This design comes from an exercise in tuning for small area, a short achievable clock period and few clock cycles per item on the open sky130 flow, not from production work. The RTL was checked by simulation tests, not by an equivalence proof against the original design.

===== design/flow/config.mk =====
export PLATFORM = sky130hd
export DESIGN_NAME = apb_crc_mc
export DESIGN_NICKNAME = apb_crc_mc
export VERILOG_FILES = /design/flow/design.v
export SDC_FILE = /design/flow/constraint.sdc
export NUM_CORES = 4
export LEC_CHECK = 0
export CAP_MARGIN = 20
export CORE_MARGIN = 2
export CORE_UTILIZATION = 40
export SLEW_MARGIN = 20

===== design/flow/run.sh =====
#!/bin/bash
# synth_recipe.tcl (not shown) runs the flow's synth.tcl, then flattens the netlist and writes it again
# the make line also repeats each setting of config.mk as NAME=value (left out here)
make -C /OpenROAD-flow-scripts/flow DESIGN_CONFIG=/design/flow/config.mk WORK_HOME=/design/flow/orfs CLKGATE_MAP_FILE= SYNTH_SCRIPT=/design/flow/synth_recipe.tcl finish

===== design/flow/constraint.sdc =====
create_clock -name core_clock -period 6.0 [get_ports {clk}]
set_input_delay 1.2000 -clock core_clock [delete_from_list [all_inputs] [get_ports {clk}]]
set_output_delay 1.2000 -clock core_clock [all_outputs]
set_load 0.01 [all_outputs]

===== design/flow/design.v =====
package apb_crc_mc_pkg;
  localparam logic [4:0] OFF_CTRL   = 5'h00;
  localparam logic [4:0] OFF_POLY   = 5'h04;
  localparam logic [4:0] OFF_INIT   = 5'h08;
  localparam logic [4:0] OFF_XOROUT = 5'h0C;
  localparam logic [4:0] OFF_DATA   = 5'h10;
  localparam logic [4:0] OFF_RESULT = 5'h14;
  localparam logic [4:0] OFF_STATUS = 5'h18;
  function automatic logic [31:0] rev32(input logic [31:0] val);
    logic [31:0] r;
    for (int i = 0; i < 32; i++) begin
      r[i] = val[31-i];
    end
    rev32 = r;
  endfunction
  function automatic logic [15:0] pmul16(input logic [15:0] x, input logic [15:0] y);
    logic [15:0] r;
    r = 16'd0;
    for (int i = 0; i < 16; i++) begin
      for (int j = 0; j < 16 - i; j++) begin
        r[i+j] = r[i+j] ^ (x[i] & y[j]);
      end
    end
    pmul16 = r;
  endfunction
  function automatic logic [15:0] qinv(input logic [31:0] poly);
    logic [15:0] a1, a2, a4, a8;
    a1 = 16'd0; a2 = 16'd0; a4 = 16'd0; a8 = 16'd0;
    a1[0] = 1'b1; a2[0] = 1'b1; a4[0] = 1'b1; a8[0] = 1'b1;
    for (int k = 1; k < 16; k++) begin
      a1[k] = poly[32-k];
      if (2*k < 16) a2[2*k] = poly[32-k];
      if (4*k < 16) a4[4*k] = poly[32-k];
      if (8*k < 16) a8[8*k] = poly[32-k];
    end
    qinv = pmul16(pmul16(a1, a2), pmul16(a4, a8));
  endfunction
  function automatic logic [15:0] lanes(input logic [7:0] b0, input logic [7:0] b1,
                                        input logic refin);
    logic [15:0] d;
    for (int t = 0; t < 8; t++) begin
      d[15-t] = refin ? b0[t] : b0[7-t];
      d[7-t]  = refin ? b1[t] : b1[7-t];
    end
    lanes = d;
  endfunction
  function automatic logic [31:0] crc_fold(input logic [31:0] crc, input logic [31:0] poly,
                                           input logic [15:0] q, input logic [15:0] d,
                                           input logic two);
    logic [15:0] e, f;
    logic [39:0] prod;
    logic [31:0] r;
    for (int t = 0; t < 16; t++) begin
      e[t] = d[15-t] ^ crc[31-t];
    end
    for (int t = 0; t < 16; t++) begin
      f[t] = e[t];
      for (int j = 0; j < t; j++) begin
        f[t] = f[t] ^ (q[t-j] & e[j]);
      end
      if (t >= 8) f[t] = f[t] & two;
    end
    for (int m = 0; m < 40; m++) begin
      prod[m] = 1'b0;
      for (int j = 0; j < 16; j++) begin
        if (m - 15 + j >= 0 && m - 15 + j < 32) prod[m] = prod[m] ^ (f[j] & poly[m-15+j]);
      end
    end
    for (int m = 0; m < 32; m++) begin
      if (two) r[m] = ((m >= 16) ? crc[(m+16)%32] : 1'b0) ^ prod[m];
      else     r[m] = ((m >= 8) ? crc[(m+24)%32] : 1'b0) ^ prod[m+8];
    end
    crc_fold = r;
  endfunction
endpackage
module apb_crc_mc #(
  parameter int DATA_WIDTH = 32,
  parameter int ADDR_WIDTH = 32,
  parameter int NUM_CH     = 4,
  parameter int CRC_WIDTH  = 32,
  parameter int FIFO_DEPTH = 4
) (
  input  logic                  clk,
  input  logic                  rstn,
  input  logic [ADDR_WIDTH-1:0] s_paddr,
  input  logic [DATA_WIDTH-1:0] s_pwdata,
  output logic [DATA_WIDTH-1:0] s_prdata,
  output logic                  s_pslverr,
  input  logic                  s_pwrite,
  input  logic                  s_psel,
  input  logic                  s_penable,
  output logic                  s_pready,
  input  logic [3:0]            s_pstrb
);
  logic [31:0] poly_r   [0:3];
  logic [15:0] q_r      [0:3];   
  logic [31:0] init_r   [0:3];
  logic [31:0] xorout_r [0:3];
  logic [31:0] crc_r    [0:3];
  logic        refin_r  [0:3];
  logic        refout_r [0:3];
  logic        setup_s, ch_ok_s, err_s, is_res_s;
  logic [1:0]  ch_s;
  logic [4:0]  off_s;
  logic [31:0] rd_s, res_s;
  assign setup_s  = s_psel & ~s_penable;
  assign ch_s     = s_paddr[6:5];
  assign off_s    = s_paddr[4:0];
  assign ch_ok_s  = ~s_paddr[7];
  assign is_res_s = (off_s == apb_crc_mc_pkg::OFF_RESULT);
  always_comb begin
    case (off_s)
      apb_crc_mc_pkg::OFF_CTRL, apb_crc_mc_pkg::OFF_POLY, apb_crc_mc_pkg::OFF_INIT,
      apb_crc_mc_pkg::OFF_XOROUT, apb_crc_mc_pkg::OFF_DATA:
        err_s = ~ch_ok_s;
      apb_crc_mc_pkg::OFF_RESULT, apb_crc_mc_pkg::OFF_STATUS:
        err_s = ~ch_ok_s | s_pwrite;
      default:
        err_s = 1'b1;
    endcase
  end
  assign res_s = (refout_r[ch_s] ? apb_crc_mc_pkg::rev32(crc_r[ch_s]) : crc_r[ch_s]) ^ xorout_r[ch_s];
  always_comb begin
    rd_s = 32'd0;
    if (!err_s) begin
      case (off_s)
        apb_crc_mc_pkg::OFF_CTRL:   rd_s = {29'd0, refout_r[ch_s], refin_r[ch_s], 1'b0};
        apb_crc_mc_pkg::OFF_POLY:   rd_s = poly_r[ch_s];
        apb_crc_mc_pkg::OFF_INIT:   rd_s = init_r[ch_s];
        apb_crc_mc_pkg::OFF_XOROUT: rd_s = xorout_r[ch_s];
        apb_crc_mc_pkg::OFF_RESULT: rd_s = res_s;
        default:                    rd_s = 32'd0;
      endcase
    end
  end
  logic [31:0] a_data;
  logic [3:0]  a_strb;
  logic [1:0]  a_ch;
  logic        a_ctrl, a_poly, a_init, a_xor, a_dat;
  always_ff @(posedge clk) begin
    a_data <= s_pwdata;
    a_strb <= s_pstrb;
    a_ch   <= ch_s;
    a_ctrl <= s_pwrite & ~err_s & (off_s == apb_crc_mc_pkg::OFF_CTRL);
    a_poly <= s_pwrite & ~err_s & (off_s == apb_crc_mc_pkg::OFF_POLY);
    a_init <= s_pwrite & ~err_s & (off_s == apb_crc_mc_pkg::OFF_INIT);
    a_xor  <= s_pwrite & ~err_s & (off_s == apb_crc_mc_pkg::OFF_XOROUT);
    a_dat  <= s_pwrite & ~err_s & (off_s == apb_crc_mc_pkg::OFF_DATA);
  end
  logic        acc_r, eng_go_r, eng_two_r, rdy_r, err_r;
  logic [15:0] eng_d_r;
  logic [31:0] rdata_r;
  logic        wr_dat_s;
  logic [1:0]  ln_s;
  logic [15:0] ln_d_s;
  assign wr_dat_s = s_pwrite & ~err_s & (off_s == apb_crc_mc_pkg::OFF_DATA);
  assign ln_s     = acc_r ? s_pstrb[3:2] : s_pstrb[1:0];
  assign ln_d_s   = acc_r ? s_pwdata[31:16] : s_pwdata[15:0];
  always_ff @(posedge clk or negedge rstn) begin
    if (!rstn) begin
      acc_r    <= 1'b0;
      eng_go_r <= 1'b0;
      rdy_r    <= 1'b0;
    end else begin
      acc_r    <= setup_s;
      eng_go_r <= (setup_s | (acc_r & a_dat)) & wr_dat_s & (|ln_s);
      rdy_r    <= ~(setup_s & ~s_pwrite & is_res_s & eng_go_r & (ch_s == a_ch));
    end
  end
  always_ff @(posedge clk) begin
    rdata_r   <= rd_s;
    err_r     <= err_s;
    eng_two_r <= &ln_s;
    eng_d_r   <= apb_crc_mc_pkg::lanes(ln_s[0] ? ln_d_s[7:0] : ln_d_s[15:8], ln_d_s[15:8],
                                       refin_r[ch_s]);
  end
  assign s_prdata  = rdata_r;
  assign s_pslverr = err_r;
  assign s_pready  = rdy_r;
  logic [31:0] eng_crc;
  assign eng_crc = apb_crc_mc_pkg::crc_fold(crc_r[a_ch], poly_r[a_ch], q_r[a_ch], eng_d_r,
                                            eng_two_r);
  always_ff @(posedge clk) begin
    for (int c = 0; c < 4; c++) begin
      if (!rstn) begin
        poly_r[c]   <= 32'd0;
        q_r[c]      <= 16'd0;
        init_r[c]   <= 32'd0;
        xorout_r[c] <= 32'd0;
        crc_r[c]    <= 32'd0;
        refin_r[c]  <= 1'b0;
        refout_r[c] <= 1'b0;
      end else begin
        if (acc_r && a_ch == c) begin
          if (a_poly) begin
            poly_r[c] <= a_data;
            q_r[c]    <= apb_crc_mc_pkg::qinv(a_data);
          end
          if (a_init) init_r[c]   <= a_data;
          if (a_xor)  xorout_r[c] <= a_data;
          if (a_ctrl) begin
            refin_r[c]  <= a_data[1];
            refout_r[c] <= a_data[2];
          end
        end
        if (acc_r && a_ctrl && a_data[0] && a_ch == c) begin
          crc_r[c] <= init_r[c];
        end else if (eng_go_r && a_ch == c) begin
          crc_r[c] <= eng_crc;
        end
      end
    end
  end
endmodule

==> summary.txt, run 1 <==
* Status: timing/DRC/antenna clean
* Fraction of layout cells with a size suffix above 1 at 11.5%
* Flops & latches, synth at 668
* CORE AREA at 99,900 um^2
* Worst setup EP type: flop
* Crit path DAT at 6330 ps
* Syn_area_per_cell at 8.44 um^2
* Dominant cells by area after synthesis: dfxtp_1 33%, nand2_1 13%, mux4_2 12%, xnor2_1 7.5%, a21oi_1 6.6%
* Reg area at 13,400 um^2
* Synth Cell Area at 40,200 um^2
* Crit path launch: a_ch[0]$_DFF_P_
* Top cell type's share of synthesized area at 33.1%
* Top achievable clock speed at 173 MHz
* Core Util, Final at 44.7%
* DR vias at 35,500
* Largest net degree at the start of global routing at 153
* Initial DRT Pass Iterations at 5
* Number of setup violations in the final report at 0
* Port bufs at 82
* Number of synthesized flops with an enable pin at 0
* Fraction of registers with async set/reset at 0.449%
* CTS tree: done
* Worst-path fanout max at 26
* Unrepaired setup endpoints after global routing: false
* Count leader, synth: nand2_1
* Setup TNS at 0 ps
* Die X at 321 um
* Antenna cells at 0
* Data required, critical path at 6540 ps
* Area taken by multi-input logic gates at 25,200 um^2
* Reg-to-reg startpoint: a_ch[0]$_DFF_P_
* Synthesized net count at 4,843
* Initial antenna violation count at 3
* Part of the cycle the worst path needs at 96.5%
* Slew at the pin closest to its max-slew limit at 1170 ps
* CTS sink cnt at 668
* Rows at 116
* Post-layout min period at 5790 ps
* DR DRC count at 0
* Cell accounting for the most synthesized area: dfxtp_1
* Boundary pin count at 107
* GRT Total Usage at 28.3%
* Clock transition at path regs at 70 ps
* Most used DFF post-synth: dfxtp_1
* CTS H-Tree Depth at 3
* First-pass GRT wire length at 219,000 um
* ANT nets after route at 0
* Worst hold start: xorout_r[3][7]$_SDFFE_PN0P_
* Starting density of the core at 40.3%
* Root buf cell: clkbuf_16
* Inserted Clock Buffers at 73
* Top cells by count, synth: 1,424 x nand2_1, 665 x dfxtp_1, 528 x a21oi_1
* Hold Vio Cnt, Final at 0
* Worst clock skew at 40.0 ps
* Area Growth Syn to Fin at 11.0%
* Die ar. at 103,000 um^2
* Total setup buffers inserted after CTS at 0
* Critical setup path kind: reg -> reg
* First DRT Iteration DRCs at 4,502
* Fin. max-slew vios at 0
* Chip height at 321 um
* Hold Path Class: reg -> reg
* Post-CTS Resized at 0
* Final wirelength at 149,000 um
* Fillers at 9,706
* Syn Inst Count at 4,763
* Post-CTS Hold Buffers at 0
* Register area share after synthesis at 33.3%
* Syn. warnings at 8
* Clock Tree Buf Depth at 3
* Via density at 5.93
* Relative slew slack at 22.0%
* Later-pin clock latency in the skew report at 640 ps
* Yosys cell types at 66
* Max cap viols at 0
* Total gr overflow at 0
* Routability cong. at 0.908
* Nets@finish at 4,706
* DR WL/cell at 24.9 um
* Post-DP HPWL at 101,000 um
* CP startpoint kind: flop
* Vias in the first global route at 32,700
## cell families after synthesis
| logic type | Yosys count | share of synthesized area [%] |
|---|---|---|
| muxes | 308 | 14.4 |
| DFF | 668 | 33.3 |
| adders and majority gates | 7 | 0.218 |
| AOI/OAI and AO/OA | 904 | 13.4 |
| and+or+nand+nor | 1879 | 18.6 |
| buffers and inverters | 445 | 4.48 |
| xor gates and xnor gates | 552 | 15.6 |
## final timing paths
path | end | slack, ps | cells after the start
hold reg to reg | xorout_r[3][7]$_SDFFE_PN0P_ | 450 | 2
setup / recovery | crc_r[0][18]$_SDFFE_PN0P_ | 210 | 14
max in group asynchronous | acc_r$_DFF_PN0_ | 4810 | 2
min in group asynchronous | acc_r$_DFF_PN0_ | 690 | 2
setup reg to reg | crc_r[0][18]$_SDFFE_PN0P_ | 210 | 14
hold / removal | xorout_r[3][7]$_SDFFE_PN0P_ | 450 | 2
## critical path, stage by stage (launching register included)
cell	delay, ps
dfxtp_4	770
mux4_2	710
xnor2_2	400
nor2_1	110
xnor3_1	350
xnor3_1	380
xnor3_1	470
buf_4	370
nand3_1	120
xor3_1	410
xor3_1	550
xnor2_1	190
mux2i_1	530
o21ai_0	150
a21oi_1	160
## routing by layer
metal / GRT usage [%] / vias to the layer above / share of wire (%)
li1: - / 16000 / -
met1: 39.4 / 17400 / 41
met2: 43.2 / 1875 / 45
met4: 12.6 / 0 / 4.6
met3: 4.59 / 271 / 10
met5: 0 / - / 0
## cell usage in the layout (no fill, tap or decap), types with 6 or more instances in the layout
cell type        synthesis  layout
inv_1                   16      16
a311oi_2                 8       8
nor2_2                   0       8
a211oi_1                55      55
o21ai_1                  7       7
clkbuf_1               338      18
buf_4                    6     126
xnor3_1                 92      92
clkbuf_16                0      74
nor2b_1                  8       8
a221oi_1                 6       6
ha_1                     7       7
and2_1                  11       8
nand3_1                154     151
o211ai_1                24      24
o21ai_0                 87      87
or3_1                    8       8
xnor2_1                344     340
xor3_1                   7       7
mux4_2                 213     213
nand2_1               1424    1424
mux2i_1                 80      80
nand4_1                 13      13
a31oi_1                 40      40
buf_12                   1       7
a21oi_1                528     528
a211o_1                 39      39
xor2_1                 101     101
o211a_1                 19      19
clkinv_2                 0      10
clkdlybuf4s50_1          0      79
nand2b_1                12      12
a22oi_1                 36      36
and3_1                   9       8
a21o_1                  27      27
mux2_2                  12      12
clkbuf_8                 0      16
dfxtp_1                665     660
nor3_1                  29      25
nor2_1                 199     186
## state kept, by name (all words and copies together), names as in the netlist, 4 cells and up
name,flops
init_r,128
a_data,32
refin_r,4
eng_d_r,16
refout_r,4
q_r,60
poly_r,124
rdata_r,32
crc_r,128
xorout_r,128
## final cells by class
class / instances / area share [%]
multi-input cells: 3650 / 56.5
flip-flops and latches: 668 / 30.0
clock buffers: 108 / 4.79
repair buffers: 215 / 4.28
well taps: 1298 / 3.64
clock inverters: 23 / 0.622
inverters: 18 / 0.168
## metrics by stage
step	instances	worst slack [ps]	hold slack [ps]	cell area, um^2
after CTS	5980	193	452	44600
after floorplan	4763	1520	433	40200
final	5980	208	452	44600
after detailed placement	5849	194	444	42200
after global routing	5980	18.4	465	44600
after global placement	5849	227	439	42200
Testbench counts, summed over its fixed seeds: cycles 3,849, bytes 4,655.
==> inputs of run 2 (changes only) <==
--- a/design/flow/design.v
+++ b/design/flow/design.v
@@ -49,8 +49,9 @@
                                            input logic two);
     logic [15:0] e, f;
-    logic [39:0] prod;
+    logic [31:0] prod;
     logic [31:0] r;
-    for (int t = 0; t < 16; t++) begin
-      e[t] = d[15-t] ^ crc[31-t];
+    for (int t = 0; t < 8; t++) begin
+      e[t]   = (d[15-t] ^ crc[31-t]) & two;
+      e[t+8] = d[7-t] ^ (two ? crc[23-t] : crc[31-t]);
     end
     for (int t = 0; t < 16; t++) begin
@@ -59,7 +60,6 @@
         f[t] = f[t] ^ (q[t-j] & e[j]);
       end
-      if (t >= 8) f[t] = f[t] & two;
-    end
-    for (int m = 0; m < 40; m++) begin
+    end
+    for (int m = 0; m < 32; m++) begin
       prod[m] = 1'b0;
       for (int j = 0; j < 16; j++) begin
@@ -69,5 +69,5 @@
     for (int m = 0; m < 32; m++) begin
       if (two) r[m] = ((m >= 16) ? crc[(m+16)%32] : 1'b0) ^ prod[m];
-      else     r[m] = ((m >= 8) ? crc[(m+24)%32] : 1'b0) ^ prod[m+8];
+      else     r[m] = ((m >= 8) ? crc[(m+24)%32] : 1'b0) ^ prod[m];
     end
     crc_fold = r;
@@ -94,5 +94,4 @@
 );
   logic [31:0] poly_r   [0:3];
-  logic [15:0] q_r      [0:3];   
   logic [31:0] init_r   [0:3];
   logic [31:0] xorout_r [0:3];
@@ -149,5 +148,5 @@
   end
   logic        acc_r, eng_go_r, eng_two_r, rdy_r, err_r;
-  logic [15:0] eng_d_r;
+  logic [15:0] eng_d_r, eng_q_r;
   logic [31:0] rdata_r;
   logic        wr_dat_s;
@@ -172,5 +171,6 @@
     err_r     <= err_s;
     eng_two_r <= &ln_s;
-    eng_d_r   <= apb_crc_mc_pkg::lanes(ln_s[0] ? ln_d_s[7:0] : ln_d_s[15:8], ln_d_s[15:8],
+    eng_q_r   <= apb_crc_mc_pkg::qinv(poly_r[ch_s]);
+    eng_d_r   <= apb_crc_mc_pkg::lanes(ln_d_s[7:0], ln_s[1] ? ln_d_s[15:8] : ln_d_s[7:0],
                                        refin_r[ch_s]);
   end
@@ -179,5 +179,5 @@
   assign s_pready  = rdy_r;
   logic [31:0] eng_crc;
-  assign eng_crc = apb_crc_mc_pkg::crc_fold(crc_r[a_ch], poly_r[a_ch], q_r[a_ch], eng_d_r,
+  assign eng_crc = apb_crc_mc_pkg::crc_fold(crc_r[a_ch], poly_r[a_ch], eng_q_r, eng_d_r,
                                             eng_two_r);
   always_ff @(posedge clk) begin
@@ -185,5 +185,4 @@
       if (!rstn) begin
         poly_r[c]   <= 32'd0;
-        q_r[c]      <= 16'd0;
         init_r[c]   <= 32'd0;
         xorout_r[c] <= 32'd0;
@@ -193,8 +192,5 @@
       end else begin
         if (acc_r && a_ch == c) begin
-          if (a_poly) begin
-            poly_r[c] <= a_data;
-            q_r[c]    <= apb_crc_mc_pkg::qinv(a_data);
-          end
+          if (a_poly) poly_r[c] <= a_data;
           if (a_init) init_r[c]   <= a_data;
           if (a_xor)  xorout_r[c] <= a_data;
==> summary.txt, run 2 <==
* Crit path DAT at 5900 ps (-430 ps)
* Starting density of the core at 40.4% (+0.12 points)
* Crit path launch: a_ch[0]$_DFF_P_
* Max cap viols at 0 (unchanged)
* Later-pin clock latency in the skew report at 620 ps (-20 ps)
* Reg-to-reg startpoint: a_ch[0]$_DFF_P_
* Worst-path fanout max at 23 (-12%)
* Worst hold start: xorout_r[0][6]$_SDFFE_PN0P_
* Critical setup path kind: reg -> reg
* Flops & latches, synth at 627 (-6.1%)
* Status: timing/DRC/antenna clean
* Fin Hold WS at 463 ps (+11.3 ps)
* Count leader, synth: nand2_1
* Core Util, Final at 44.8% (+0.13 points)
* Fin. max-slew vios at 0 (unchanged)
* Top achievable clock speed at 186 MHz (+7.9%)
* Slew at the pin closest to its max-slew limit at 1150 ps (-16.6 ps)
* Synth Cell Area at 37,800 um^2 (-6.1%)
* Largest net degree at the start of global routing at 226 (+48%)
* DR vias at 31,600 (-11%)
* Initial DRT Pass Iterations at 5 (unchanged)
* Most used DFF post-synth: dfxtp_1
* DR DRC count at 0 (unchanged)
* Setup ws final at 633 ps (+425 ps)
* CORE AREA at 93,500 um^2 (-6.4%)
* Syn_area_per_cell at 8.68 um^2 (+2.8%)
* CTS tree: done
* Hold EP: xorout_r[0][6]$_SDFFE_PN0P_
* Clock transition at path regs at 60 ps (about the same)
* Post-layout min period at 5370 ps (-425 ps)
* Via density at 5.70 (-4.0%)
* Register area share after synthesis at 33.3% (about the same)
* Syn Inst Count at 4,348 (-8.7%)
* Top cell type's share of synthesized area at 33.1% (about the same)
* Area Growth Syn to Fin at 10.9% (about the same)
* Rows at 112 (-3.4%)
* Cell accounting for the most synthesized area: dfxtp_1
* Post-DP HPWL at 92,100 um (-8.4%)
* Non-Filler Instances at 5,543 (-7.3%)
* GRT Total Usage at 27.3% (-0.97 points)
* Part of the cycle the worst path needs at 89.4% (-7.1 points)
* Die ar. at 96,900 um^2 (-6.0%)
* Data required, critical path at 6530 ps (about the same)
* Number of setup violations in the final report at 0 (unchanged)
* Fillers at 9,060 (-6.7%)
* Dominant cells by area after synthesis: dfxtp_1 33%, nand2_1 14%, mux4_2 12%, xnor2_1 8.0%, a21boi_0 7.7%
* First-pass GRT wire length at 200,000 um (-9.0%)
* Setup TNS at 0 ps (unchanged)
* Cell count after placement at 5,426 (-7.2%)
* Most frequent cells in the layout: 1,400 x nand2_1, 621 x dfxtp_1, 388 x a21boi_0, 344 x xnor2_1, 201 x nor2_1
* Root buf cell: clkbuf_16
* Port bufs at 82 (unchanged)
* Hold Vio Cnt, Final at 0 (unchanged)
* Relative slew slack at 22.9% (+0.93 points)
* FF-to-FF path depth at 13 (-1)
* Nets@finish at 4,322 (-8.2%)
* Syn. warnings at 7 (-1)
* Commonest non-fill, non-tap cell in the layout: nand2_1
* Worst clock skew at 22.1 ps (-17.9 ps)
* Die X at 311 um (-3.1%)
* Inserted Clock Buffers at 67 (-8.2%)
* Total setup buffers inserted after CTS at 0 (unchanged)
* Routability cong. at 0.915 (+0.76%)
* Yosys cell types at 62 (-6.1%)
* Hold Path Class: reg -> reg
* Number of synthesized flops with an enable pin at 0 (unchanged)
* Top cells by count, synth: 1,400 x nand2_1, 624 x dfxtp_1, 388 x a21boi_0
* Post-CTS Resized at 0 (unchanged)
* Clock Tree Buf Depth at 3 (unchanged)
* Hold path depth at 2 (unchanged)
* Fraction of registers with async set/reset at 0.478% (+0.029 points)
* First DRT Iteration DRCs at 3,733 (-17%)
* CTS H-Tree Depth at 3 (unchanged)
* Vias in the first global route at 29,100 (-11%)
* Boundary pin count at 107 (unchanged)
* Synthesized net count at 4,429 (-8.5%)
* Total gr overflow at 0 (unchanged)
* ANT nets after route at 0 (unchanged)
* Chip height at 311 um (-3.1%)
* CP startpoint kind: flop
* Initial antenna violation count at 3 (unchanged)
* Unrepaired setup endpoints after global routing: false
* Post-CTS Hold Buffers at 0 (unchanged)
* DR WL/cell at 24.4 um (-2.0%)
* Pre-CTS WS at 819 ps (+624 ps)
* Final wirelength at 135,000 um (-9.2%)
* Worst setup EP type: flop
* Fraction of layout cells with a size suffix above 1 at 11.0% (-0.50 points)
* Setup slack, reg-to-reg at 630 ps (+430 ps)
* FF-to-FF End: crc_r[0][17]$_SDFFE_PN0P_
* CTS sink cnt at 627 (-6.1%)
## run 2: cell count changes in the layout (fill, tap and decap cells not counted), moves of 18 or more
| cell | previous run | this run |
|---|---|---|
| a21oi_1 | 528 | 104 |
| a21boi_0 | 0 | 388 |
| nand3_1 | 151 | 27 |
| dfxtp_1 | 660 | 621 |
| a211o_1 | 39 | 5 |
| a211oi_1 | 55 | 23 |
| buf_4 | 126 | 97 |
| nand2_1 | 1424 | 1400 |
| mux2i_1 | 80 | 103 |
| xnor3_1 | 92 | 71 |
| xor2_1 | 101 | 83 |
## run 2: per-stage QoR
step                instance area [um^2]
floorplan                          37800
global placement                   39700
detailed placement                 39700
CTS                                41900
global route                       41900
finish                             41900
## run 2: worst max path at each step
stage	end	slack, ps	cells past startpoint
global route	crc_r[2][17]$_SDFFE_PN0P_	470	13
floorplan	rdata_r[1]$_SDFF_PP0_	1410	8
CTS	crc_r[0][17]$_SDFFE_PN0P_	790	13
global placement	crc_r[3][17]$_SDFFE_PN0P_	850	13
detailed placement	crc_r[0][14]$_SDFFE_PN0P_	820	13
finish	crc_r[0][17]$_SDFFE_PN0P_	630	13
## run 2: kinds of logic (layout without fill, tap and decap cells)
family	after synthesis	after routing	synth area share, %
AND/OR/NAND/NOR	1702	1702	17.4
AO/OA/AOI/OAI	792	792	14.5
flip-flops	627	627	33.3
XOR/XNOR	521	521	15.3
buffers and inverters	376	316	4.10
multiplexers	322	322	15.2
adder cells (fa/ha/maj)	8	8	0.265
other	0	1	0
## run 2: final cells by class
class	instances	area, um^2	area share (%)
multi-input cells	3345	23700	56.7
repair buffers	188	1740	4.15
flip-flops and latches	627	12600	30.0
inverters	12	45.0	0.108
diodes	1	2.50	0.00597
well taps	1254	1570	3.75
clock inverters	15	206	0.493
clock buffers	101	2010	4.80
## run 2: worst max-delay path, stage by stage, from the launching register on
cell and delay [ps]:
dfxtp_4 610, mux4_2 650, xor2_1 610, a311oi_1 230, o211a_1 250, o21ai_0 250, and2_1 620, nand2_1 130
xnor2_1 250, xnor2_2 150, xnor3_1 340, xnor2_1 810, mux2i_1 170, o21ai_1 160
## run 2: per-layer routing
| layer | up-vias | part of all wire (%) | GRT usage (%) |
|---|---|---|---|
| met5 | - | 0.0096 | 0 |
| met4 | 2 | 4.9 | 12.9 |
| met3 | 258 | 8.9 | 4.22 |
| met2 | 1498 | 44 | 42.1 |
| met1 | 15400 | 42 | 37.6 |
| li1 | 14400 | - | - |
Testbench counts of run 2, summed over its fixed seeds: cycles 3,849, bytes 4,655.
==> inputs of run 3 (changes only) <==
--- a/design/flow/design.v
+++ b/design/flow/design.v
@@ -149,4 +149,6 @@
   logic        acc_r, eng_go_r, eng_two_r, rdy_r, err_r;
   logic [15:0] eng_d_r, eng_q_r;
+  logic [31:0] eng_c_r, eng_p_r;
+  logic [31:0] eng_crc;
   logic [31:0] rdata_r;
   logic        wr_dat_s;
@@ -172,4 +174,6 @@
     eng_two_r <= &ln_s;
     eng_q_r   <= apb_crc_mc_pkg::qinv(poly_r[ch_s]);
+    eng_p_r   <= poly_r[ch_s];
+    eng_c_r   <= (eng_go_r && (acc_r || ch_s == a_ch)) ? eng_crc : crc_r[ch_s];
     eng_d_r   <= apb_crc_mc_pkg::lanes(ln_d_s[7:0], ln_s[1] ? ln_d_s[15:8] : ln_d_s[7:0],
                                        refin_r[ch_s]);
@@ -178,7 +182,5 @@
   assign s_pslverr = err_r;
   assign s_pready  = rdy_r;
-  logic [31:0] eng_crc;
-  assign eng_crc = apb_crc_mc_pkg::crc_fold(crc_r[a_ch], poly_r[a_ch], eng_q_r, eng_d_r,
-                                            eng_two_r);
+  assign eng_crc = apb_crc_mc_pkg::crc_fold(eng_c_r, eng_p_r, eng_q_r, eng_d_r, eng_two_r);
   always_ff @(posedge clk) begin
     for (int c = 0; c < 4; c++) begin
--- a/design/flow/config.mk
+++ b/design/flow/config.mk
@@ -6,6 +6,8 @@
 export NUM_CORES = 4
 export LEC_CHECK = 0
+export ABC_CLOCK_PERIOD_IN_PS = 4000
 export CAP_MARGIN = 20
 export CORE_MARGIN = 2
-export CORE_UTILIZATION = 40
+export CORE_UTILIZATION = 55
+export SETUP_SLACK_MARGIN = 1.5
 export SLEW_MARGIN = 20
==> summary.txt, run 3 <==
* Fin. max-slew vios at 0 (unchanged)
* Placed Instance Area at 38,600 um^2 (-2.7%)
* Register area share after synthesis at 37.0% (+3.7 points)
* Post-synthesis compound-gate area fraction at 13.8% (-0.63 points)
* DR WL/cell at 26.4 um (+8.2%)
* Top cell type's share of synthesized area at 36.8% (+3.7 points)
* Top cells by count, synth: 1,292 x nand2_1, 687 x dfxtp_1, 522 x a21oi_1
* Starting density of the core at 55.6% (+15 points)
* CP Cell Sequence: xnor2_4, buf_4, a211oi_1, nor4_1, nor3b_1, xnor2_1, xnor3_1, buf_4, nand2_1, xnor2_1, xnor2_1, xnor3_1, o211ai_1, a21oi_1
* Syn Inst Count at 4,475 (+2.9%)
* Chip height at 265 um (-15%)
* Hold Path Class: reg -> reg
* Initial antenna violation count at 8 (+5)
* Mux cell area share after synthesis at 11.4% (-3.8 points)
* Total setup buffers inserted after CTS at 0 (unchanged)
* Worst-path fanout max at 18 (-22%)
* Count leader, synth: nand2_1
* Number of setup violations in the final report at 0 (unchanged)
* Yosys cell types at 59 (-4.8%)
* Initial DRT Pass Iterations at 6 (+1)
* Fillers at 5,979 (-34%)
* Reg-to-reg startpoint: eng_d_r[13]$_DFF_P_
* Die ar. at 70,100 um^2 (-28%)
* Hold path depth at 2 (unchanged)
* Post-DP HPWL at 90,400 um (-1.8%)
* Boundary pin count at 107 (unchanged)
* FF-to-FF path depth at 14 (+1)
* Main combinational cell family by area after synthesis: simple AND/OR/NAND/NOR gates
* Design area at 41,400 um^2 (-1.1%)
* CP startpoint kind: flop
* Inserted Clock Buffers at 76 (+13%)
* Total gr overflow at 0 (unchanged)
* Port bufs at 82 (unchanged)
* Post-layout min period at 4380 ps (-987 ps)
* Cell accounting for the most synthesized area: dfxtp_1
* ANT nets after route at 0 (unchanged)
* Synthesized net count at 4,556 (+2.9%)
* Status: timing/DRC/antenna clean
* Most frequent cells in the layout: 1,288 x nand2_1, 685 x dfxtp_1, 522 x a21oi_1, 341 x xnor2_1, 263 x nor2_1
* Synth Cell Area at 37,400 um^2 (-0.90%)
* Worst clock skew at 25.8 ps (+3.62 ps)
* Die X at 265 um (-15%)
* Hold Vio Cnt, Final at 0 (unchanged)
* Clock transition at path regs at 60 ps (about the same)
* Top achievable clock speed at 228 MHz (+23%)
* Critical setup path kind: reg -> reg
* Worst setup EP type: flop
* Via density at 6.09 (+7.0%)
* Flops & latches, synth at 690 (+10%)
* Relative slew slack at 24.0% (+1.0 points)
* Non-Filler Instances at 5,271 (-4.9%)
* Setup TNS at 0 ps (unchanged)
* Part of the cycle the worst path needs at 73.0% (-16 points)
* Root buf cell: clkbuf_16
* First DRT Iteration DRCs at 3,822 (+2.4%)
* CTS tree: done
* Data required, critical path at 6490 ps (-40 ps)
* Critical Path Most Common Cell: xnor2_1
* Syn_area_per_cell at 8.36 um^2 (-3.7%)
* Post-Synth Simple-Gate Area at 18.0% (+0.62 points)
* CTS sink cnt at 690 (+10%)
* Max cap viols at 0 (unchanged)
* Vias in the first global route at 29,800 (+2.4%)
* Worst hold start: xorout_r[3][4]$_SDFFE_PN0P_
* Commonest non-fill, non-tap cell in the layout: nand2_1
* Dominant cells by area after synthesis: dfxtp_1 37%, nand2_1 13%, mux4_2 8.4%, xnor2_1 8.2%, a21oi_1 7.0%
* Area Growth Syn to Fin at 10.7%
* Slew at the pin closest to its max-slew limit at 1140 ps (-12.7 ps)
* Hold EP: xorout_r[3][4]$_SDFFE_PN0P_
* Adder-cell share of the synthesized area at 0.267% (+0.0024 points)
* Fraction of layout cells with a size suffix above 1 at 10.6% (-0.43 points)
* Setup slack, reg-to-reg at 1620 ps (+990 ps)
* CTS H-Tree Depth at 3 (unchanged)
* CORE AREA at 67,300 um^2 (-28%)
* Fraction of registers with async set/reset at 0.435% (-0.044 points)
* Most used DFF post-synth: dfxtp_1
* Post-CTS Hold Buffers at 0 (unchanged)
* Cell count after placement at 5,131 (-5.4%)
* Nets@finish at 4,417 (+2.2%)
* Routability cong. at 0.932 (+1.9%)
* FF-to-FF End: crc_r[0][12]$_SDFFE_PN0P_
* First-pass GRT wire length at 203,000 um (+1.9%)
* DR DRC count at 0 (unchanged)
* GRT Total Usage at 39.2% (+12 points)
* Largest net degree at the start of global routing at 155 (-31%)
* Rows at 95 (-15%)
* Later-pin clock latency in the skew report at 650 ps (+30 ps)
* CP max-delay cell: xnor3_1
* Core Util, Final at 61.6% (+17 points)
* Synth Area in XOR/XNOR at 15.0% (-0.26 points)
* Number of synthesized flops with an enable pin at 0 (unchanged)
* DR vias at 32,100 (+1.7%)
* Unrepaired setup endpoints after global routing: true
* Syn. warnings at 7 (unchanged)
* Crit path DAT at 4870 ps (-1030 ps)
* Fin Hold WS at 451 ps (-11.6 ps)
* Clock Tree Buf Depth at 3 (unchanged)
* CP max stage delay at 610 ps (-200 ps)
* Final wirelength at 139,000 um (+2.9%)
==> run 3: timing repair <==
action,CTS,global route
endpoints found under the setup margin,118,78
gates resized for setup,4,18
gates cloned,0,0
==> run 3: cell type report <==
cell class                 count  area, um^2  area share [%]
antenna                        3        7.51          0.0181
clock buffer                  95        2050            4.96
clock inverter                42         602            1.45
inverter                      24        97.6           0.236
multi-input combinational   3362       22100            53.4
sequential                   690       13800            33.4
tap                          873        1090            2.64
timing repair buffer         182        1620            3.92
==> run 3: critical path: cells and delay by family (launching register included) <==
| kind | cells | cell delay (ps) |
|---|---|---|
| AO/OA/AOI/OAI | 3 | 680 |
| flip-flops | 1 | 530 |
| XOR/XNOR | 6 | 1870 |
| buffers and inverters | 2 | 570 |
| AND/OR/NAND/NOR | 3 | 560 |
==> run 3: metal layers <==
metal  vias to the layer above  GRT usage (%)  routed length (um)  share of wire (%)
met4                         8           22.5                9090                6.5
met5                         -              0                  51              0.037
li1                      14700              -                   -                  -
met1                     15400           52.8               56100                 40
met3                       354           8.43               14100                 10
met2                      1659           58.5               60000                 43
==> run 3: how the worst max path moves through the flow <==
stage	slack [ps]	end	start
floorplan	1840	rdata_r[1]$_SDFF_PP0_	s_paddr[6]
global placement	1120	crc_r[3][10]$_SDFFE_PN0P_	eng_c_r[29]$_DFF_P_
detailed placement	1050	crc_r[0][9]$_SDFFE_PN0P_	eng_d_r[13]$_DFF_P_
CTS	1510	crc_r[2][14]$_SDFFE_PN0P_	eng_d_r[15]$_DFF_P_
global route	1480	crc_r[1][12]$_SDFFE_PN0P_	eng_two_r$_DFF_P_
finish	1620	crc_r[0][12]$_SDFFE_PN0P_	eng_d_r[13]$_DFF_P_
==> run 3: logic make-up after synthesis <==
group,after synthesis
compound gates,887
mux,248
buf+inv,423
flops,690
xor+xnor,516
fa+ha+maj,8
simple gates,1703
==> run 3: through the flow <==
stage	worst slack (ps)
4_1_cts	1510
3_5_place_dp	1050
6_report	1620
3_3_place_gp	1120
5_1_grt	1480
2_1_floorplan	1840
Testbench counts of run 3, summed over its fixed seeds: cycles 3,849, bytes 4,655.
==> inputs of run 4 (changes only) <==
--- a/design/flow/config.mk
+++ b/design/flow/config.mk
@@ -6,8 +6,8 @@
 export NUM_CORES = 4
 export LEC_CHECK = 0
-export ABC_CLOCK_PERIOD_IN_PS = 4000
+export ABC_CLOCK_PERIOD_IN_PS = 3000
 export CAP_MARGIN = 20
 export CORE_MARGIN = 2
 export CORE_UTILIZATION = 55
-export SETUP_SLACK_MARGIN = 1.5
+export SETUP_SLACK_MARGIN = 2.5
 export SLEW_MARGIN = 20
==> summary.txt, run 4 <==
* Status: timing/DRC/antenna clean
* CTS sink cnt at 690 (unchanged)
* Reg-to-reg startpoint: eng_c_r[17]$_DFF_P_
* Root buf cell: clkbuf_16
* Syn_area_per_cell at 8.36 um^2 (unchanged)
* Critical setup path kind: reg -> reg
* Setup TNS at 0 ps (unchanged)
* Synth Cell Area at 37,400 um^2 (unchanged)
* Top achievable clock speed at 250 MHz (+9.5%)
* GR Util met1 at 53.1% (+0.25 points)
* Cell accounting for the most synthesized area: dfxtp_1
* GR Layer Usage met2 at 60.6% (+2.2 points)
* CORE AREA at 67,300 um^2 (unchanged)
* Register area share after synthesis at 37.0% (unchanged)
* First DRT Iteration DRCs at 4,189 (+9.6%)
* Fin. max-slew vios at 0 (unchanged)
* Hold Vio Cnt, Final at 0 (unchanged)
* FF-to-FF End: crc_r[3][24]$_SDFFE_PN0P_
* Rows at 95 (unchanged)
* Count leader, synth: nand2_1
* Area Growth Syn to Fin at 23.3%
* Global route hottest layer: met2
* First-pass GRT wire length at 209,000 um (+3.0%)
* Final wirelength at 151,000 um (+8.2%)
* Syn Inst Count at 4,475 (unchanged)
* Via density at 6.22 (+2.1%)
* Setup ws final at 2000 ps (+381 ps)
* Slew at the pin closest to its max-slew limit at 1200 ps (+62.6 ps)
* Total gr overflow at 0 (unchanged)
* Max cap viols at 0 (unchanged)
* GRT Total Usage at 40.5% (+1.3 points)
* Core Util, Final at 68.6% (+7.0 points)
* Chip height at 265 um (unchanged)
* Top cell type's share of synthesized area at 36.8% (unchanged)
* Part of the cycle the worst path needs at 66.6% (-6.4 points)
* DR vias at 34,100 (+6.3%)
* Design area at 46,100 um^2 (+11%)
* Fillers at 5,340 (-11%)
* Post-CTS Hold Buffers at 0 (unchanged)
* ANT nets after route at 0 (unchanged)
* Placed Instance Area at 38,600 um^2 (about the same)
* Boundary pin count at 107 (unchanged)
* Most frequent cells in the layout: 1,236 x nand2_1, 660 x dfxtp_1, 509 x a21oi_1, 258 x xnor2_1, 244 x nor2_1
* CP startpoint kind: flop
* Starting density of the core at 55.6% (unchanged)
* Unrepaired setup endpoints after global routing: true
* Initial antenna violation count at 16 (+8)
* DR DRC count at 0 (unchanged)
* Flops & latches, synth at 690 (unchanged)
* Hold path depth at 2 (unchanged)
* Data required, critical path at 6580 ps (+90 ps)
* Later-pin clock latency in the skew report at 660 ps (about the same)
* Nets@finish at 4,628 (+4.8%)
* Die X at 265 um (unchanged)
* Number of synthesized flops with an enable pin at 0 (unchanged)
* Fraction of registers with async set/reset at 0.435% (unchanged)
* Worst-path fanout max at 5 (-13)
* Post-layout min period at 4000 ps (-381 ps)
* Pre-CTS WS at 1330 ps (+275 ps)
* Vias in the first global route at 30,700 (+3.2%)
* Largest net degree at the start of global routing at 120 (-23%)
* Hold EP: xorout_r[1][25]$_SDFFE_PN0P_
* CTS H-Tree Depth at 3 (unchanged)
* Worst hold start: xorout_r[1][25]$_SDFFE_PN0P_
* Dominant cells by area after synthesis: dfxtp_1 37%, nand2_1 13%, mux4_2 8.4%, xnor2_1 8.2%, a21oi_1 7.0%
* Fraction of layout cells with a size suffix above 1 at 21.4% (+11 points)
* Setup slack, reg-to-reg at 2000 ps (+380 ps)
* Worst setup EP type: flop
* Met3 Resource Use GR at 9.83% (+1.4 points)
* Most used DFF post-synth: dfxtp_1
* Syn. warnings at 7 (unchanged)
* Clock transition at path regs at 60 ps (about the same)
* Yosys cell types at 59 (unchanged)
* Crit path DAT at 4580 ps (-290 ps)
* DR WL/cell at 27.5 um (+4.0%)
* Commonest non-fill, non-tap cell in the layout: nand2_1
* Initial DRT Pass Iterations at 6 (unchanged)
* Routability cong. at 0.908 (-2.6%)
* Number of setup violations in the final report at 0 (unchanged)
* Port bufs at 82 (unchanged)
* Inserted Clock Buffers at 76 (unchanged)
* Post-DP HPWL at 88,500 um (-2.1%)
* Worst clock skew at 37.1 ps (+11.4 ps)
* Clock Tree Buf Depth at 3 (unchanged)
* Synthesized net count at 4,556 (unchanged)
* CTS tree: done
* Relative slew slack at 19.6% (-4.4 points)
* FF-to-FF path depth at 13 (-1)
* Die ar. at 70,100 um^2 (unchanged)
* Top cells by count, synth: 1,292 x nand2_1, 687 x dfxtp_1, 522 x a21oi_1
* Hold Path Class: reg -> reg
run 4: cell counts after synthesis:
No cell type changed its count.
run 4: worst max path at each step:
stage                   startpoint                   endpoint  slack [ps]
2_1_floorplan           s_paddr[6]        eng_q_r[14]$_DFF_P_        2510
3_3_place_gp   eng_c_r[25]$_DFF_P_  crc_r[2][10]$_SDFFE_PN0P_        1350
3_5_place_dp    eng_q_r[1]$_DFF_P_  crc_r[0][19]$_SDFFE_PN0P_        1330
4_1_cts        eng_c_r[29]$_DFF_P_   crc_r[0][9]$_SDFFE_PN0P_        2230
5_1_grt        eng_c_r[29]$_DFF_P_   crc_r[0][9]$_SDFFE_PN0P_        1900
6_report       eng_c_r[17]$_DFF_P_  crc_r[3][24]$_SDFFE_PN0P_        2000
run 4: kinds of logic (layout without fill, tap and decap cells):
kind of cell	after synthesis	in the layout	synth area share, %
other	0	5	0
flip-flops	690	690	37.0
AND/OR/NAND/NOR	1703	1703	18.0
buffers and inverters	423	554	4.44
multiplexers	248	249	11.4
XOR/XNOR	516	517	15.0
adder cells (fa/ha/maj)	8	8	0.268
AO/OA/AOI/OAI	887	887	13.8
run 4: through the flow:
step / std cells / hold slack, ps
2_1_floorplan: 4475 / 433
3_3_place_gp: 5127 / 439
3_5_place_dp: 5127 / 444
4_1_cts: 5386 / 452
5_1_grt: 5482 / 467
6_report: 5486 / 451
run 4: layout make-up:
class | count | area [um^2] | area share [%]
multi-input combinational | 3364 | 24100 | 52.2
clock buffer | 106 | 2210 | 4.80
tap | 873 | 1090 | 2.37
sequential | 690 | 13900 | 30.2
antenna | 5 | 12.5 | 0.0271
clock inverter | 33 | 479 | 1.04
inverter | 24 | 118 | 0.255
timing repair buffer | 391 | 4210 | 9.12
run 4: worst max-delay path, stage by stage (launching register included):
cell and delay (ps):
dfxtp_1 660, mux2i_1 200, xnor2_1 280, nand2_1 120
xor3_1 370, xnor3_1 250, xnor3_2 380, buf_6 200
clkbuf_16 160, nand2b_1 190, xnor2_2 270, xnor3_2 520
a21o_1 200, a21oi_1 130
run 4: routing by layer:
layer | share of wire [%] | up-vias
met3 | 11 | 547
met5 | 0.066 | -
met1 | 38 | 16400
met4 | 7.4 | 16
met2 | 43 | 2094
li1 | - | 15100
run 4: what timing repair did:
item,in CTS,in global routing
setup buffers,111,85
gates resized for setup,291,273
pin swaps,128,150
endpoints found under the setup margin,161,169
cloned,9,10
==> inputs of run 5 (changes only) <==
--- a/design/flow/design.v
+++ b/design/flow/design.v
@@ -133,10 +133,8 @@
     end
   end
-  logic [31:0] a_data;
   logic [3:0]  a_strb;
   logic [1:0]  a_ch;
   logic        a_ctrl, a_poly, a_init, a_xor, a_dat;
   always_ff @(posedge clk) begin
-    a_data <= s_pwdata;
     a_strb <= s_pstrb;
     a_ch   <= ch_s;
@@ -183,29 +181,27 @@
   assign s_pready  = rdy_r;
   assign eng_crc = apb_crc_mc_pkg::crc_fold(eng_c_r, eng_p_r, eng_q_r, eng_d_r, eng_two_r);
+  logic [31:0] wd_s, crc_nx_s [0:3];
+  logic        ld_ctrl_s [0:3], ld_poly_s [0:3], ld_init_s [0:3], ld_xor_s [0:3], ld_crc_s [0:3];
+  assign wd_s = s_pwdata & {32{rstn}};
+  always_comb begin
+    for (int c = 0; c < 4; c++) begin
+      ld_ctrl_s[c] = ~rstn | (acc_r & a_ctrl & (a_ch == c));
+      ld_poly_s[c] = ~rstn | (acc_r & a_poly & (a_ch == c));
+      ld_init_s[c] = ~rstn | (acc_r & a_init & (a_ch == c));
+      ld_xor_s[c]  = ~rstn | (acc_r & a_xor & (a_ch == c));
+      ld_crc_s[c]  = ~rstn | (acc_r & a_ctrl & s_pwdata[0] & (a_ch == c)) | (eng_go_r & (a_ch == c));
+      crc_nx_s[c]  = (acc_r & a_ctrl) ? (init_r[c] & {32{rstn}}) : (eng_crc & {32{rstn}});
+    end
+  end
   always_ff @(posedge clk) begin
     for (int c = 0; c < 4; c++) begin
-      if (!rstn) begin
-        poly_r[c]   <= 32'd0;
-        init_r[c]   <= 32'd0;
-        xorout_r[c] <= 32'd0;
-        crc_r[c]    <= 32'd0;
-        refin_r[c]  <= 1'b0;
-        refout_r[c] <= 1'b0;
-      end else begin
-        if (acc_r && a_ch == c) begin
-          if (a_poly) poly_r[c] <= a_data;
-          if (a_init) init_r[c]   <= a_data;
-          if (a_xor)  xorout_r[c] <= a_data;
-          if (a_ctrl) begin
-            refin_r[c]  <= a_data[1];
-            refout_r[c] <= a_data[2];
-          end
-        end
-        if (acc_r && a_ctrl && a_data[0] && a_ch == c) begin
-          crc_r[c] <= init_r[c];
-        end else if (eng_go_r && a_ch == c) begin
-          crc_r[c] <= eng_crc;
-        end
-      end
+      if (ld_poly_s[c]) poly_r[c]   <= wd_s;
+      if (ld_init_s[c]) init_r[c]   <= wd_s;
+      if (ld_xor_s[c])  xorout_r[c] <= wd_s;
+      if (ld_ctrl_s[c]) begin
+        refin_r[c]  <= wd_s[1];
+        refout_r[c] <= wd_s[2];
+      end
+      if (ld_crc_s[c])  crc_r[c]    <= crc_nx_s[c];
     end
   end
--- a/design/flow/config.mk
+++ b/design/flow/config.mk
@@ -6,8 +6,8 @@
 export NUM_CORES = 4
 export LEC_CHECK = 0
-export ABC_CLOCK_PERIOD_IN_PS = 3000
+export ABC_CLOCK_PERIOD_IN_PS = 4000
 export CAP_MARGIN = 20
 export CORE_MARGIN = 2
 export CORE_UTILIZATION = 55
-export SETUP_SLACK_MARGIN = 2.5
+export SETUP_SLACK_MARGIN = 1.5
 export SLEW_MARGIN = 20
==> summary.txt, run 5 <==
* Status: timing/DRC/antenna clean
* Post-DP HPWL at 69,200 um (-22%)
* Count leader, synth: nand2_1
* Unrepaired setup endpoints after global routing: false
* Starting density of the core at 55.3% (-0.35 points)
* Port bufs at 82 (unchanged)
* Number of synthesized flops with an enable pin at 520 (+520)
* Dominant cells by area after synthesis: edfxtp_1 45%, mux4_2 9.1%, xnor2_1 8.5%, dfxtp_1 7.8%, nand2_1 5.8%
* Syn Inst Count at 2,810 (-37%)
* CP max stage delay at 620 ps (-40 ps)
* CTS sink cnt at 658 (-4.6%)
* Syn_area_per_cell at 12.3 um^2 (+48%)
* DR vias at 23,000 (-33%)
* Worst-path fanout max at 14 (+9)
* Top cell type's share of synthesized area at 45.0% (+8.3 points)
* Clock Tree Buf Depth at 3 (unchanged)
* Vias in the first global route at 22,600 (-26%)
* Most used DFF post-synth: edfxtp_1
* Design area at 39,100 um^2 (-15%)
* Cell accounting for the most synthesized area: edfxtp_1
* Initial antenna violation count at 4 (-12)
* Non-Filler Instances at 3,763 (-31%)
* Hold Path Class: reg -> reg
* M1 WL at 42,300 um (-26%)
* Register area share after synthesis at 53.0% (+16 points)
* ANT nets after route at 0 (unchanged)
* Part of the cycle the worst path needs at 72.0% (+5.4 points)
* GRT Total Usage at 32.9% (-7.6 points)
* Chip height at 255 um (-3.7%)
* DR DRC count at 0 (unchanged)
* First-pass GRT wire length at 153,000 um (-27%)
* Later-pin clock latency in the skew report at 630 ps (-30 ps)
* Max cap viols at 0 (unchanged)
* Most frequent cells in the layout: 532 x nand2_1, 520 x edfxtp_1, 333 x xnor2_1, 140 x mux4_2, 131 x dfxtp_1
* CP max-delay cell: dfxtp_1
* Critical Path Most Common Cell: xnor3_1
* Area Growth Syn to Fin at 12.8%
* Clock transition at path regs at 60 ps (about the same)
* Die ar. at 65,100 um^2 (-7.2%)
* Synthesized net count at 2,891 (-37%)
* Nets@finish at 2,938 (-37%)
* CP Cell Sequence: inv_1, o211ai_1, a211oi_1, o21ai_1, xnor3_1, xnor2_4, buf_4, nand2_1, xnor3_1, xnor3_1, nor2_1, a21o_1
* Fraction of registers with async set/reset at 0.456% (+0.021 points)
* Worst setup EP type: flop
* WL met3 at 8050 um (-53%)
* Via density at 6.10 (-1.9%)
* Initial DRT Pass Iterations at 5 (-1)
* Data required, critical path at 6370 ps (-210 ps)
* DR WL met2 at 50,300 um (-23%)
* CORE AREA at 62,700 um^2 (-6.8%)
* Fraction of layout cells with a size suffix above 1 at 15.4% (-6.0 points)
* Yosys cell types at 63 (+6.8%)
* Rows at 92 (-3.2%)
* Top cells by count, synth: 533 x nand2_1, 520 x edfxtp_1, 337 x xnor2_1
* First DRT Iteration DRCs at 2,622 (-37%)
* Routability cong. at 0.901 (-0.83%)
* Setup TNS at 0 ps (unchanged)
* Highest routed layer: met5
* Post-CTS Hold Buffers at 0 (unchanged)
* Root buf cell: clkbuf_16
* Hold Vio Cnt, Final at 0 (unchanged)
* CTS tree: done
* CP startpoint kind: flop
* Post-layout min period at 4320 ps (+323 ps)
* Placed Instance Area at 36,600 um^2 (-5.1%)
* Synth Cell Area at 34,700 um^2 (-7.3%)
* Critical setup path kind: reg -> reg
* Crit path DAT at 4690 ps (+110 ps)
* Top achievable clock speed at 231 MHz (-7.5%)
* Inserted Clock Buffers at 70 (-7.9%)
* Die X at 255 um (-3.7%)
* Cell count after placement at 3,624 (-29%)
* Total gr overflow at 0 (unchanged)
* Slew at the pin closest to its max-slew limit at 923 ps (-279 ps)
* Relative slew slack at 38.4% (+19 points)
* Largest net degree at the start of global routing at 69 (-43%)
* Commonest non-fill, non-tap cell in the layout: nand2_1
* Syn. warnings at 13 (+6)
* Worst clock skew at 22.8 ps (-14.4 ps)
* DR WL/cell at 28.0 um (+1.8%)
* Final wirelength at 105,000 um (-30%)
* Fin. max-slew vios at 0 (unchanged)
* Flops & latches, synth at 658 (-4.6%)
* Number of setup violations in the final report at 0 (unchanged)
* Boundary pin count at 107 (unchanged)
* CTS H-Tree Depth at 3 (unchanged)
[run 5: changes by cell type after synthesis, sizes merged, moves of 30 or more]
cell,change
dfxtp,-552
nand2,-744
clkbuf,-171
edfxtp,+520
xor2,+42
a21o,-33
buf,-30
o21ai,+46
nor2,-166
o211ai,-37
a21oi,-484
[run 5: cells by family (layout without fill, tap and decap cells)]
logic type      after synthesis  count (layout)  synth area share [%]
compound gates              362             362                  6.70
flops                       658             658                  53.0
xor+xnor                    522             522                  15.5
fa+ha+maj                     8               8                 0.289
buf+inv                     218             322                  2.51
mux                         244             244                  12.2
other cells                   0               3                     0
simple gates                798             798                  9.71
[run 5: per-stage QoR]
step	worst slack [ps]	utilization, %	hold WS, ps
after floorplan	1630	-	513
after global routing	1530	62.3	568
after global placement	1350	58.4	526
after detailed placement	1270	58.4	533
final	1680	62.4	547
after CTS	1550	62.1	546
[run 5: repair_timing]
| item | CTS | global route |
|---|---|---|
| setup endpoints to repair | 127 | 119 |
| pin swaps | 0 | 2 |
| gates resized for setup | 8 | 18 |
| cloned | 0 | 0 |
| setup buffers | 1 | 6 |
[run 5: area by class of cell]
| type | instances | area, um^2 |
|---|---|---|
| sequential | 658 | 18400 |
| timing repair buffer | 173 | 1530 |
| antenna | 3 | 7.51 |
| inverter | 20 | 78.8 |
| tap | 846 | 1060 |
| multi-input combinational | 1934 | 15800 |
| fill | 4897 | 23600 |
| clock buffer | 89 | 1890 |
| clock inverter | 40 | 402 |
[run 5: worst paths after layout]
kind / startpoint / endpoint / slack [ps] / depth (start not counted)
worst max register to register: eng_q_r[5]$_DFF_P_ / crc_r[3][7]$_DFFE_PP_ / 1680 / 12
max in group asynchronous: rstn / acc_r$_DFF_PN0_ / 4570 / 2
min in group asynchronous: rstn / eng_go_r$_DFF_PN0_ / 870 / 2
worst min-delay path: init_r[0][1]$_DFFE_PP_ / crc_r[0][1]$_DFFE_PP_ / 550 / 2
worst min register to register: init_r[0][1]$_DFFE_PP_ / crc_r[0][1]$_DFFE_PP_ / 550 / 2
worst max-delay path: eng_q_r[5]$_DFF_P_ / crc_r[3][7]$_DFFE_PP_ / 1680 / 12
[run 5: worst max-delay path: cells and delay by family (launching register included)]
family / cells / cell delay [ps]
and+or+nand+nor: 2 / 210
DFF: 1 / 620
buffers and inverters: 2 / 590
AOI/OAI and AO/OA: 4 / 800
xor gates and xnor gates: 4 / 1840
[run 5: layer usage]
| metal | vias up | GRT usage (%) |
|---|---|---|
| li1 | 10100 | - |
| met1 | 11600 | 44.6 |
| met2 | 1092 | 53.6 |
| met3 | 197 | 4.81 |
| met4 | 2 | 13.7 |
| met5 | - | 0 |
Testbench counts of run 5, summed over its fixed seeds: cycles 3,849, bytes 4,655.
==> inputs of run 6 (changes only) <==
--- a/design/flow/config.mk
+++ b/design/flow/config.mk
@@ -10,4 +10,7 @@
 export CORE_MARGIN = 2
 export CORE_UTILIZATION = 55
+export CTS_BUF_LIST = sky130_fd_sc_hd__clkbuf_16
+export CTS_CLUSTER_DIAMETER = 100
+export CTS_CLUSTER_SIZE = 25
 export SETUP_SLACK_MARGIN = 1.5
 export SLEW_MARGIN = 20
==> summary.txt, run 6 <==
* Status: timing/DRC/antenna clean
* Commonest non-fill, non-tap cell in the layout: nand2_1
* Setup TNS at 0 ps (unchanged)
* DR vias at 22,700 (-1.2%)
* Number of setup violations in the final report at 0 (unchanged)
* Number of synthesized flops with an enable pin at 520 (unchanged)
* Top achievable clock speed at 231 MHz (-0.27%)
* Hold Path Class: reg -> reg
* Routability cong. at 0.901 (unchanged)
* Syn Inst Count at 2,810 (unchanged)
* Initial antenna violation count at 1 (-3)
* Global route hottest layer: met2
* Starting density of the core at 55.3% (unchanged)
* Slew at the pin closest to its max-slew limit at 922 ps (-0.689 ps)
* Die X at 255 um (unchanged)
* CTS sink cnt at 658 (unchanged)
* Fillers at 5,023 (+2.6%)
* Cell accounting for the most synthesized area: edfxtp_1
* GR Util met1 at 44.5% (about the same)
* Area Growth Syn to Fin at 8.78%
* Fin. max-slew vios at 0 (unchanged)
* Syn. warnings at 13 (unchanged)
* Most used DFF post-synth: edfxtp_1
* Max cap viols at 0 (unchanged)
* Fraction of layout cells with a size suffix above 1 at 13.2% (-2.3 points)
* Top cells by count, synth: 533 x nand2_1, 520 x edfxtp_1, 337 x xnor2_1
* Chip height at 255 um (unchanged)
* Root buf cell: clkbuf_16
* DR WL/cell at 28.3 um (+0.97%)
* First DRT Iteration DRCs at 2,453 (-6.4%)
* Data required, critical path at 6380 ps (about the same)
* Part of the cycle the worst path needs at 72.2% (+0.19 points)
* GR Layer Usage met2 at 53.4% (-0.19 points)
* CTS H-Tree Depth at 1 (-2)
* CP startpoint kind: flop
* Synthesized net count at 2,891 (unchanged)
* Relative slew slack at 38.5% (+0.046 points)
* Worst-path fanout max at 16 (+2)
* ANT nets after route at 0 (unchanged)
* CTS tree: done
* CORE AREA at 62,700 um^2 (unchanged)
* Unrepaired setup endpoints after global routing: false
* Yosys cell types at 63 (unchanged)
* Hold Vio Cnt, Final at 0 (unchanged)
* Clock Tree Buf Depth at 3 (unchanged)
* Via density at 6.15 (+0.80%)
* First-pass GRT wire length at 151,000 um (-1.2%)
* Port bufs at 82 (unchanged)
* Largest net degree at the start of global routing at 69 (unchanged)
* Top cell type's share of synthesized area at 45.0% (unchanged)
* Vias in the first global route at 22,200 (-2.1%)
* Total gr overflow at 0 (unchanged)
* CP max-delay cell: dfxtp_1
* Inserted Clock Buffers at 30 (-57%)
* Flops & latches, synth at 658 (unchanged)
* Clock transition at path regs at 100 ps (+40 ps)
* Worst setup EP type: flop
* Register area share after synthesis at 53.0% (unchanged)
* DR DRC count at 0 (unchanged)
* Syn_area_per_cell at 12.3 um^2 (unchanged)
* Worst clock skew at 24.2 ps (+1.44 ps)
* Rows at 92 (unchanged)
* Count leader, synth: nand2_1
* CP max stage delay at 690 ps (+70 ps)
* Setup ws final at 1670 ps (-11.6 ps)
* Synth Cell Area at 34,700 um^2 (unchanged)
* Critical setup path kind: reg -> reg
* Fraction of registers with async set/reset at 0.456% (unchanged)
* Dominant cells by area after synthesis: edfxtp_1 45%, mux4_2 9.1%, xnor2_1 8.5%, dfxtp_1 7.8%, nand2_1 5.8%
* Most frequent cells in the layout: 532 x nand2_1, 520 x edfxtp_1, 334 x xnor2_1, 140 x mux4_2, 132 x dfxtp_1
* Pre-CTS WS at 1270 ps (unchanged)
* Crit path DAT at 4710 ps (+20 ps)
* GRT Total Usage at 32.3% (-0.62 points)
* Post-CTS Hold Buffers at 0 (unchanged)
* Later-pin clock latency in the skew report at 630 ps (about the same)
* Nets@finish at 2,898 (-1.4%)
* Initial DRT Pass Iterations at 5 (unchanged)
* Final wirelength at 104,000 um (-0.99%)
* Met3 Resource Use GR at 3.80% (-1.0 points)
* Post-DP HPWL at 69,200 um (unchanged)
* Post-layout min period at 4330 ps (+11.6 ps)
* CP Cell Sequence: inv_1, o211ai_1, o211ai_1, a211o_1, a21oi_1, xnor2_2, buf_4, nor2b_1, xnor3_1, xnor3_1, nor2_1, a21o_1
* Die ar. at 65,100 um^2 (unchanged)
* Boundary pin count at 107 (unchanged)
## run 6: cell families (layout without fill, tap and decap cells)
logic type      Yosys count  in the layout  share of synthesized area [%]
mux                     244            244                           12.2
xor+xnor                522            522                           15.5
other cells               0              3                              0
simple gates            798            798                           9.71
flops                   658            658                           53.0
compound gates          362            362                           6.70
buf+inv                 218            249                           2.51
fa+ha+maj                 8              8                          0.289
## run 6: area by class of cell
class	instances	area [um^2]	area share [%]
flip-flops and latches	658	18400	48.8
well taps	846	1060	2.81
clock inverters	25	133	0.352
clock buffers	31	776	2.06
inverters	20	75.1	0.199
multi-input cells	1934	15700	41.8
repair buffers	173	1520	4.03
diodes	3	7.51	0.0199
## run 6: per-layer routing
metal,vias to the layer above,wire [um]
met5,-,0
li1,10000,-
met1,11600,42400
met3,161,7550
met2,959,50100
met4,0,4180
## run 6: path summary, 6_finish.rpt
path	start	end	slack [ps]	cells after the start
max	eng_q_r[3]$_DFF_P_	crc_r[3][10]$_DFFE_PP_	1670	12
min	init_r[3][4]$_DFFE_PP_	crc_r[3][4]$_DFFE_PP_	550	1
max reg2reg	eng_q_r[3]$_DFF_P_	crc_r[3][10]$_DFFE_PP_	1670	12
min reg2reg	init_r[3][4]$_DFFE_PP_	crc_r[3][4]$_DFFE_PP_	550	1
max in group asynchronous	rstn	acc_r$_DFF_PN0_	4600	2
min in group asynchronous	rstn	eng_go_r$_DFF_PN0_	850	2
## run 6: per-stage QoR
stage	cells	hold slack (ps)	instance area [um^2]	util, %
floorplan	2810	513	34700	-
global placement	3624	526	36600	58.4
CTS	3681	548	37600	59.9
global route	3687	579	37700	60.1
finish	3690	551	37700	60.1
detailed placement	3624	533	36600	58.4
## run 6: worst max-delay path, delay by kind of cell (launching register included)
| kind | cells | cell delay [ps] |
|---|---|---|
| buffers and inverters | 2 | 620 |
| AO/OA/AOI/OAI | 5 | 1300 |
| XOR/XNOR | 3 | 1210 |
| AND/OR/NAND/NOR | 2 | 270 |
| flip-flops | 1 | 690 |
## run 6: timing repair
item / CTS / global route
pin swaps: 0 / 4
cloned: 0 / 0
setup endpoints to repair: 128 / 129
resized for setup: 7 / 15
buffers inserted: 1 / 6

==> afterwards: timing with drivers on the ports <==
In the flow no input, the clock included, has a driving cell. The finished layouts below were timed again as built, in two steps. Step 1, drivers: a clkbuf_16 drives clk and a buf_2 each remaining input, both assumed. Step 2, shift: input delay + t, output delay - t, t = (earliest + latest rising clock arrival at the registers) / 2. This alone moves slack from input paths to output paths. Slacks: ideal ports / drivers / drivers and shift; pairs: ideal ports / drivers.
| run | shift t [ns] | setup slack, ns | worst setup path at the end | clock arrival spread, ns | slew at the worst register clock pin (ns) |
|---|---|---|---|---|---|
| run 1 | 0.698 | 0.208 / 0.208 / 0.208 | register to register | 0.040 / 0.040 | 0.07 / 0.07 |
| run 2 | 0.679 | 0.633 / 0.633 / 0.633 | register to register | 0.023 / 0.022 | 0.06 / 0.06 |
| run 3 | 0.699 | 1.620 / 1.620 / 1.451 | input to register | 0.026 / 0.026 | 0.07 / 0.07 |
| run 4 | 0.710 | 2.001 / 2.001 / 1.903 | input to register | 0.037 / 0.037 | 0.07 / 0.07 |
| run 5 | 0.674 | 1.678 / 1.678 / 1.678 | register to register | 0.025 / 0.024 | 0.06 / 0.06 |
| run 6 | 0.677 | 1.666 / 1.666 / 1.666 | register to register | 0.027 / 0.028 | 0.11 / 0.11 |
After both steps every run listed still meets setup and hold. For run 3, which loses most, drivers alone change the setup slack by 0.000 ns; drivers and shift together by -0.169 ns.
